What follows belongs to an exercise in optimizing a design on an open flow for small area, a short achievable clock period and few clock cycles; a production flow would make more cautious choices. The RTL was checked by simulation tests, not by an equivalence proof against the original design.

`design.v`:
```
`default_nettype none
package sram_pkg;
	typedef logic [17:0] sram_addr_t;
	typedef logic [15:0] sram_data_t;
	typedef logic [4:0]  buf_addr_t;    
	typedef logic [31:0] buf_word_t;    
endpackage
`default_nettype wire
`default_nettype none
package idct_pkg;
	typedef logic signed [15:0] sample_t;     
	typedef logic signed [15:0] coeff_t;      
	typedef logic signed [31:0] product_t;
	typedef logic signed [31:0] acc_t;        
	typedef logic [5:0]         coeff_idx_t;  
endpackage
`default_nettype wire
`timescale 1ns/1ps
`default_nettype none
module idct_top (
	input  logic                 clock,
	input  logic                 resetn,
	input  logic                 start_i,
	input  logic [4:0]           block_row_i,
	input  logic [5:0]           block_col_i,
	input  sram_pkg::sram_data_t sram_read_data_i,
	output sram_pkg::sram_addr_t sram_address_o,
	output sram_pkg::sram_data_t sram_write_data_o,
	output logic                 sram_we_n_o,
	output logic                 done_o
);
	logic        busy;
	logic [7:0]  slot;
	logic [7:0]  ns;       
	logic        go;       
	logic [14:0] lp;       
	logic [14:0] base;
	assign go   = start_i && !busy;
	assign ns   = busy ? slot + 8'd1 : 8'd0;
	assign base = {(9'd150 + {4'd0, block_row_i} + {2'd0, block_row_i, 2'b00}), block_col_i};
	logic       ns_rd, ns_wdir, ns_wbuf;
	logic [2:0] ns_wrow, ns_wj;
	always_comb begin
		ns_rd   = !ns[7] && !ns[3];
		ns_wdir = !ns[7] && ns[3] && ns[2:0] >= 3'd5;
		ns_wbuf = ((!ns[7] && ns[3] && ns[6:4] != 3'd0) || (ns[7] && ns[6:3] == 4'd0))
		       && ns[2:0] <= 3'd4;
		ns_wrow = ns_wdir ? ns[6:4] : ns[6:4] - 3'd1;    
		case ({ns_wdir, ns[2:0]})
			4'b1101: ns_wj = 3'd0;
			4'b1110: ns_wj = 3'd7;
			4'b1111: ns_wj = 3'd2;
			4'b0000: ns_wj = 3'd1;
			4'b0001: ns_wj = 3'd6;
			4'b0010: ns_wj = 3'd5;
			4'b0011: ns_wj = 3'd4;
			default: ns_wj = 3'd3;
		endcase
	end
	function automatic logic [2:0] k_of(input logic [2:0] step);
		case (step)
			3'd0:    k_of = 3'd1;
			3'd1:    k_of = 3'd3;
			3'd2:    k_of = 3'd7;
			3'd3:    k_of = 3'd5;
			3'd4:    k_of = 3'd2;
			3'd5:    k_of = 3'd6;
			3'd6:    k_of = 3'd0;
			default: k_of = 3'd4;
		endcase
	endfunction
	logic [17:0] addr_q;
	logic        we_q;     
	logic        done_q;
	always_ff @(posedge clock or negedge resetn) begin
		if (!resetn) begin
			busy   <= 1'b0;
			slot   <= '0;
			done_q <= 1'b0;
			we_q   <= 1'b0;
		end else begin
			if (go) begin
				busy   <= 1'b1;
				slot   <= '0;
				done_q <= 1'b0;
			end else if (busy) begin
				slot <= ns;
				if (slot == 8'd132) begin
					busy   <= 1'b0;
					done_q <= 1'b1;
				end
			end
			we_q <= (busy || go) && (ns_wdir || ns_wbuf);
		end
	end
	always_ff @(posedge clock) begin
		if (go)
			lp <= base;
		else if (busy && slot[3:0] == 4'd7)
			lp <= lp + 15'd40;    
		if (go)
			addr_q <= {base, k_of(3'd0)};
		else if (ns_rd)
			addr_q <= {lp, k_of(ns[2:0])};
		else
			addr_q <= {12'd0, ns_wrow, ns_wj};
	end
	assign sram_address_o = addr_q;
	assign sram_we_n_o    = !we_q;
	assign done_o         = done_q;
	logic arrive;
	assign arrive = busy && slot[3:0] >= 4'd2 && slot[3:0] <= 4'd9 && slot <= 8'd129;
	logic signed [15:0] s_q;
	always_ff @(posedge clock)
		s_q <= arrive ? sram_read_data_i : 16'd0;
	logic [15:0] s2;
	logic [17:0] t3q;
	logic [18:0] t5q;
	always_ff @(posedge clock) begin
		s2  <= s_q;
		t3q <= {{2{s_q[15]}}, s_q} + {s_q[15], s_q, 1'b0};
		t5q <= {{3{s_q[15]}}, s_q} + {s_q[15], s_q, 2'b00};
	end
	logic [2:0] ns_stepl, ns_step;
	logic       ns_proc;
	assign ns_stepl = 3'(ns[3:0] - 4'd4);
	assign ns_step  = 3'(ns[3:0] - 4'd5);
	assign ns_proc  = (busy || go) && ns[3:0] >= 4'd5 && ns[3:0] <= 4'd12 && !ns[7];
	localparam logic [31:0] NEG_P = {8'hB2, 8'h36, 8'h00, 8'h8E};   
	localparam logic [31:0] NEG_M = {8'hBD, 8'h39, 8'h0F, 8'h81};
	logic [1:0] lsel;      
	logic       first;     
	logic [3:0] np, nm;    
	always_ff @(posedge clock) begin
		lsel  <= ns_stepl[2:1];
		first <= ns_proc && ns_step == 3'd0;
		for (int x = 0; x < 4; x++) begin
			np[x] <= ns_proc && NEG_P[8*x + ns_step];
			nm[x] <= ns_proc && NEG_M[8*x + ns_step];
		end
	end
	logic [23:0] sx, t3, t5;
	logic [23:0] p2008, p1892, p1448, p1702, p1137, p783, p399;
	always_comb begin
		sx    = {{8{s2[15]}}, s2};
		t3    = {{6{t3q[17]}}, t3q};
		t5    = {{5{t5q[18]}}, t5q};
		p2008 = (sx << 11) - (t5 << 3);
		p1892 = (sx << 11) - (t5 << 5) + (sx << 2);
		p1448 = (sx << 11) - (t5 << 7) + (t5 << 3);
		p1702 = (t3 << 9) + (t5 << 5) + (t3 << 1);
		p1137 = (sx << 10) + (sx << 7) - (sx << 4) + sx;
		p783  = (t3 << 8) + (sx << 4) - sx;
		p399  = (t3 << 7) + (t3 << 2) + t3;
	end
	logic [23:0] lane0, lane1, lane2, lane3;
	always_ff @(posedge clock) begin
		case (lsel)
			2'b10: begin
				lane0 <= p1892; lane1 <= p783; lane2 <= p783; lane3 <= p1892;
			end
			2'b11: begin
				lane0 <= p1448; lane1 <= p1448; lane2 <= p1448; lane3 <= p1448;
			end
			default: begin
				lane0 <= p2008; lane1 <= p1702; lane2 <= p1137; lane3 <= p399;
			end
		endcase
	end
	logic [23:0] pp0, pp1, pp2, pp3, pm0, pm1, pm2, pm3;
	logic [23:0] pp0_n, pp1_n, pp2_n, pp3_n, pm0_n, pm1_n, pm2_n, pm3_n;
	pair_acc u_a0 (.first_i(first), .np_i(np[2]), .nm_i(nm[2]),
		.lane_i(lane2), .p_i(pp2), .m_i(pm2), .p_o(pp0_n), .m_o(pm0_n));
	pair_acc u_a1 (.first_i(first), .np_i(np[0]), .nm_i(nm[0]),
		.lane_i(lane0), .p_i(pp0), .m_i(pm0), .p_o(pp1_n), .m_o(pm1_n));
	pair_acc u_a2 (.first_i(first), .np_i(np[3]), .nm_i(nm[3]),
		.lane_i(lane3), .p_i(pp3), .m_i(pm3), .p_o(pp2_n), .m_o(pm2_n));
	pair_acc u_a3 (.first_i(first), .np_i(np[1]), .nm_i(nm[1]),
		.lane_i(lane1), .p_i(pp1), .m_i(pm1), .p_o(pp3_n), .m_o(pm3_n));
	always_ff @(posedge clock) begin
		pp0 <= pp0_n; pp1 <= pp1_n; pp2 <= pp2_n; pp3 <= pp3_n;
		pm0 <= pm0_n; pm1 <= pm1_n; pm2 <= pm2_n; pm3 <= pm3_n;
	end
	logic [15:0] buf0, buf1, buf2, buf3, buf4;
	always_ff @(posedge clock) begin
		if (slot[3:0] == 4'd13) begin
			buf0 <= pp1[23:8];
			buf1 <= pm1[23:8];
			buf2 <= pm2[23:8];
			buf3 <= pm3[23:8];
			buf4 <= pp3[23:8];
		end
	end
	logic [15:0] wd_q;
	always_ff @(posedge clock) begin
		case ({ns_wdir, ns[2:0]})
			4'b1101: wd_q <= pp0_n[23:8];   
			4'b1110: wd_q <= pm0[23:8];     
			4'b1111: wd_q <= pp0[23:8];     
			4'b0000: wd_q <= buf0;
			4'b0001: wd_q <= buf1;
			4'b0010: wd_q <= buf2;
			4'b0011: wd_q <= buf3;
			default: wd_q <= buf4;
		endcase
	end
	assign sram_write_data_o = wd_q;
endmodule
module pair_acc (
	input  logic        first_i,
	input  logic        np_i,
	input  logic        nm_i,
	input  logic [23:0] lane_i,
	input  logic [23:0] p_i,
	input  logic [23:0] m_i,
	output logic [23:0] p_o,
	output logic [23:0] m_o
);
	assign p_o = (first_i ? 24'd0 : p_i) + (lane_i ^ {24{np_i}}) + {23'd0, np_i};
	assign m_o = (first_i ? 24'd0 : m_i) + (lane_i ^ {24{nm_i}}) + {23'd0, nm_i};
endmodule
`default_nettype wire
```
`run.sh`:
```
#!/bin/bash
# synth_recipe.tcl (not shown) runs the flow's synth.tcl, then flattens the netlist and writes it again
# the make line also repeats each setting of config.mk as NAME=value (left out here)
make -C /OpenROAD-flow-scripts/flow DESIGN_CONFIG=/design/flow/config.mk WORK_HOME=/design/flow/orfs CLKGATE_MAP_FILE= SYNTH_SCRIPT=/design/flow/synth_recipe.tcl finish
```
`config.mk`:
```
export PLATFORM = sky130hd
export DESIGN_NAME = idct_top
export DESIGN_NICKNAME = idct_top
export VERILOG_FILES = /design/flow/design.v
export SDC_FILE = /design/flow/constraint.sdc
export NUM_CORES = 4
export LEC_CHECK = 0
export CAP_MARGIN = 20
export CORE_MARGIN = 2
export CORE_UTILIZATION = 65
export SETUP_SLACK_MARGIN = 5
export SLEW_MARGIN = 20
```
`constraint.sdc`:
```
create_clock -name core_clock -period 13.0 [get_ports {clock}]
set_input_delay 2.6000 -clock core_clock [delete_from_list [all_inputs] [get_ports {clock}]]
set_output_delay 2.6000 -clock core_clock [all_outputs]
set_load 0.01 [all_outputs]
```
==> run summary <==
==> routing by layer <==
| metal | vias to the layer above | wire length [µm] | part of all wire, % |
|---|---|---|---|
| met5 | - | 0 | 0 |
| met1 | 14530 | 42740 | 39 |
| li1 | 14080 | - | - |
| met3 | 327 | 9291 | 8.5 |
| met4 | 0 | 5086 | 4.7 |
| met2 | 1382 | 51880 | 48 |
==> worst register-to-register path: stages, from the launching register on <==
cell and delay [ns]:
dfxtp_4 0.71, buf_4 0.81, buf_4 0.73, nor2b_1 0.19, ha_1 0.41, nand2_1 0.11, nand2_1 0.05, a21oi_1 0.21
a2bb2oi_1 0.35, a21boi_0 0.29, a21oi_1 0.17, a31oi_1 0.27, xnor2_1 0.19, a221o_1 0.33
==> area by class of cell <==
type,instances,area [µm²],area share (%)
multi-input cells,3111,23720,60.07
flip-flops and latches,499,11000,27.86
clock buffers,73,1554,3.935
inverters,264,991.0,2.509
well taps,748,935.9,2.370
repair buffers,91,845.8,2.142
clock inverters,29,437.9,1.109
==> synthesized netlist by cell type (44+ instances only) <==
master	count	share of area, %
ha_1	407	14
dfxtp_1	393	22
inv_1	263	2.7
nor2_1	258	2.7
xnor2_1	248	6.0
xor2_1	245	5.9
nand2_1	225	2.3
a21oi_1	224	3.1
nor2b_1	220	3.8
o21ai_0	218	3.0
a21o_1	103	2.1
fa_1	100	5.5
edfxtp_1	95	7.9
nand3_1	86	1.2
nand2b_1	80	1.4
clkbuf_1	75	0.78
nor3_1	74	1.0
a22oi_1	54	1.1
a31oi_1	44	0.76
==> sequential cells by signal, indices dropped and copies added (netlist names), 18 cells and up <==
register  count
addr_q       18
lane0        21
lane1        24
lane2        24
lane3        24
pm0          24
pm1          24
pm2          24
pm3          24
pp0          24
pp1          24
pp2          24
pp3          24
t5q          18
==> cell families (layout without fill, tap and decap cells) <==
logic type               count (synthesis)  in the layout  synth area share, %
buffers and inverters                  361            457                3.804
flip-flops                             499            499                30.47
AND/OR/NAND/NOR                       1135           1135                16.05
XOR/XNOR                               493            493                11.97
AO/OA/AOI/OAI                          965            965                17.72
adder cells (fa/ha/maj)                507            507                19.66
multiplexers                            11             11               0.3225
==> stage by stage <==
step	worst slack (ns)	hold slack, ns	util [%]	cells
after global routing	7.866	0.3963	71.82	4815
after floorplan	8.735	0.3582	-	3971
after detailed placement	8.054	0.3792	68.20	4713
after CTS	8.194	0.3873	71.82	4815
after global placement	8.076	0.3644	68.20	4713
final	8.072	0.3873	71.82	4815
==> worst paths after layout <==
path | endpoint | slack (ns) | cells past startpoint
min reg2reg | t5q[0]$_DFF_P_ | 0.39 | 0
min in group asynchronous | done_q$_DFFE_PN0P_ | 2.33 | 1
max in group asynchronous | slot[2]$_DFFE_PN0N_ | 10.33 | 1
max | wd_q[15]$_DFF_P_ | 8.07 | 13
max reg2reg | wd_q[15]$_DFF_P_ | 8.07 | 13
min | t5q[0]$_DFF_P_ | 0.39 | 0
==> impl_metrics.env <==
export IMPL_path_cells="buf_4, buf_4, nor2b_1, ha_1, nand2_1, nand2_1, a21oi_1, a2bb2oi_1, a21boi_0, a21oi_1, a31oi_1, xnor2_1, a221o_1"
export IMPL_rsz0062_at_grt="no"
export IMPL_clkSinkCount=499
export IMPL_arrival_ns=5.43
export IMPL_via_per_inst=6.296
export IMPL_worstMarginPinSlew_ns=1.139
export IMPL_yosysSeqAreaShare_pct=30.47
export IMPL_async_reset_ff_share_pct=2.204
export IMPL_cts_setup_buffers=0
export IMPL_status="no timing/DRC/antenna violations"
export IMPL_synth_flop_cell="dfxtp_1"
export IMPL_cts_root_buf="clkbuf_16"
export IMPL_fp_dieW_um=239.6
export IMPL_drive_gt1_share_pct=4.573
export IMPL_nFillCells=4075
export IMPL_cts_buffer_depth=3
export IMPL_path_buf_inv=2
export IMPL_finalMaxSlewViolations=0
export IMPL_drt_total_wl_mm=109.0
export IMPL_crit_required_ns=13.50
export IMPL_grt_pass1_wl_mm=167.6
export IMPL_hold_buffers=0
export IMPL_layout_common_cells="ha_1, dfxtp_1, inv_1"
export IMPL_die_area_um2=57410
export IMPL_dp_final_hpwl_mm=85.46
export IMPL_crit_family="compound AO/OA/AOI/OAI gates"
export IMPL_syn_area_um2=36080
export IMPL_synth_warnings=1
export IMPL_syn_nets=4508
export IMPL_end_kind="flop"
export IMPL_fin_crit_sh_pct=37.91
export IMPL_postSynthAreaPerCell_um2=9.087
export IMPL_cts_resized=0
export IMPL_skew_ns=0.02389
export IMPL_setup_viol=0
export IMPL_reg2reg_from="first$_DFF_P_"
export IMPL_design_area_um2=39490
export IMPL_fp_dieH_um=239.6
export IMPL_avgRoutedWirePerCell_um=22.64
export IMPL_first_pass_iters=6
export IMPL_syn_to_final_growth_pct=9.445
export IMPL_start_util_pct=65.62
export IMPL_grt_busiest_layer="met2"
export IMPL_max_stage_delay_ns=0.79
export IMPL_slowest_stage="buf_4"
export IMPL_yosysUniqueCellTypes=99
export IMPL_cap_viol_max_count=0
export IMPL_grt_ovfl_total=0
export IMPL_rows=86
export IMPL_synth_cells=3971
export IMPL_holdCritStartpoint="s_q[0]$_SDFF_PN0_"
export IMPL_ant_nets=0
export IMPL_grt_max_degree=81
export IMPL_clock_latency_ns=0.62
export IMPL_coreArea_um2=54990
export IMPL_relSlewSlack_pct=23.10
export IMPL_cts_made_buffers=54
export IMPL_startpoint="first$_DFF_P_"
export IMPL_pin_count=66
export IMPL_critical_path_peak_fanout=80
export IMPL_cts_tree="yes"
export IMPL_antenna_found_initial=1
export IMPL_drc=0
export IMPL_grt_util_met1_pct=46.60
export IMPL_cp_start_kind="flop"
export IMPL_routed_via_count=30310
export IMPL_htreeDepth=2
export IMPL_synth_seq_cells=499
export IMPL_synth_edff_count=95
export IMPL_hold_viol_final=0
export IMPL_numPortBuffers=65
export IMPL_gp_congestion=1.002
export IMPL_setup_tns_ns=0
export IMPL_drt_iter0_drc=2577
export IMPL_grt_pass1_vias=30650
export IMPL_clock_fmax_mhz=202.9
export IMPL_clk_pin_slew_ns=0.06
export IMPL_hold_path_class="reg -> reg"
export IMPL_antenna_cells=0
export IMPL_nets=4558
export IMPL_grt_usage_pct=37.79
export IMPL_final_common_cell="ha_1"
export IMPL_use_met3_pct=6.223
export IMPL_critPathKind="reg -> reg"
export IMPL_period_needed_ns=4.928
export IMPL_placed_area_um2=37500
export IMPL_use_met2_pct=65.07
Testbench counts, summed over its fixed seeds: cycles 34,304.

==> re-timing with driven ports <==
No port has a modelled driver above. Below, the same layout with a new extraction and two added sets of constraints.
Step 1 assumes that a clkbuf_16 drives the clock port and a buf_2 every other input.
Step 2 moves the port delays by t, midway between the first and last clock arrival at a register: inputs arrive t later, outputs are due t later. That takes back most of the time a late clock gives input paths.
a / b / c = ideal ports / drivers / drivers and shift; a / b = the first two.
shift t [ns]: 0.674
setup WS [ns]: 8.072 / 8.072 / 8.055
worst setup path at the end: input to register
After both steps setup and hold are still met in this run. The setup slack of this run moves by 0.000 ns with the drivers and by -0.017 ns with both steps.
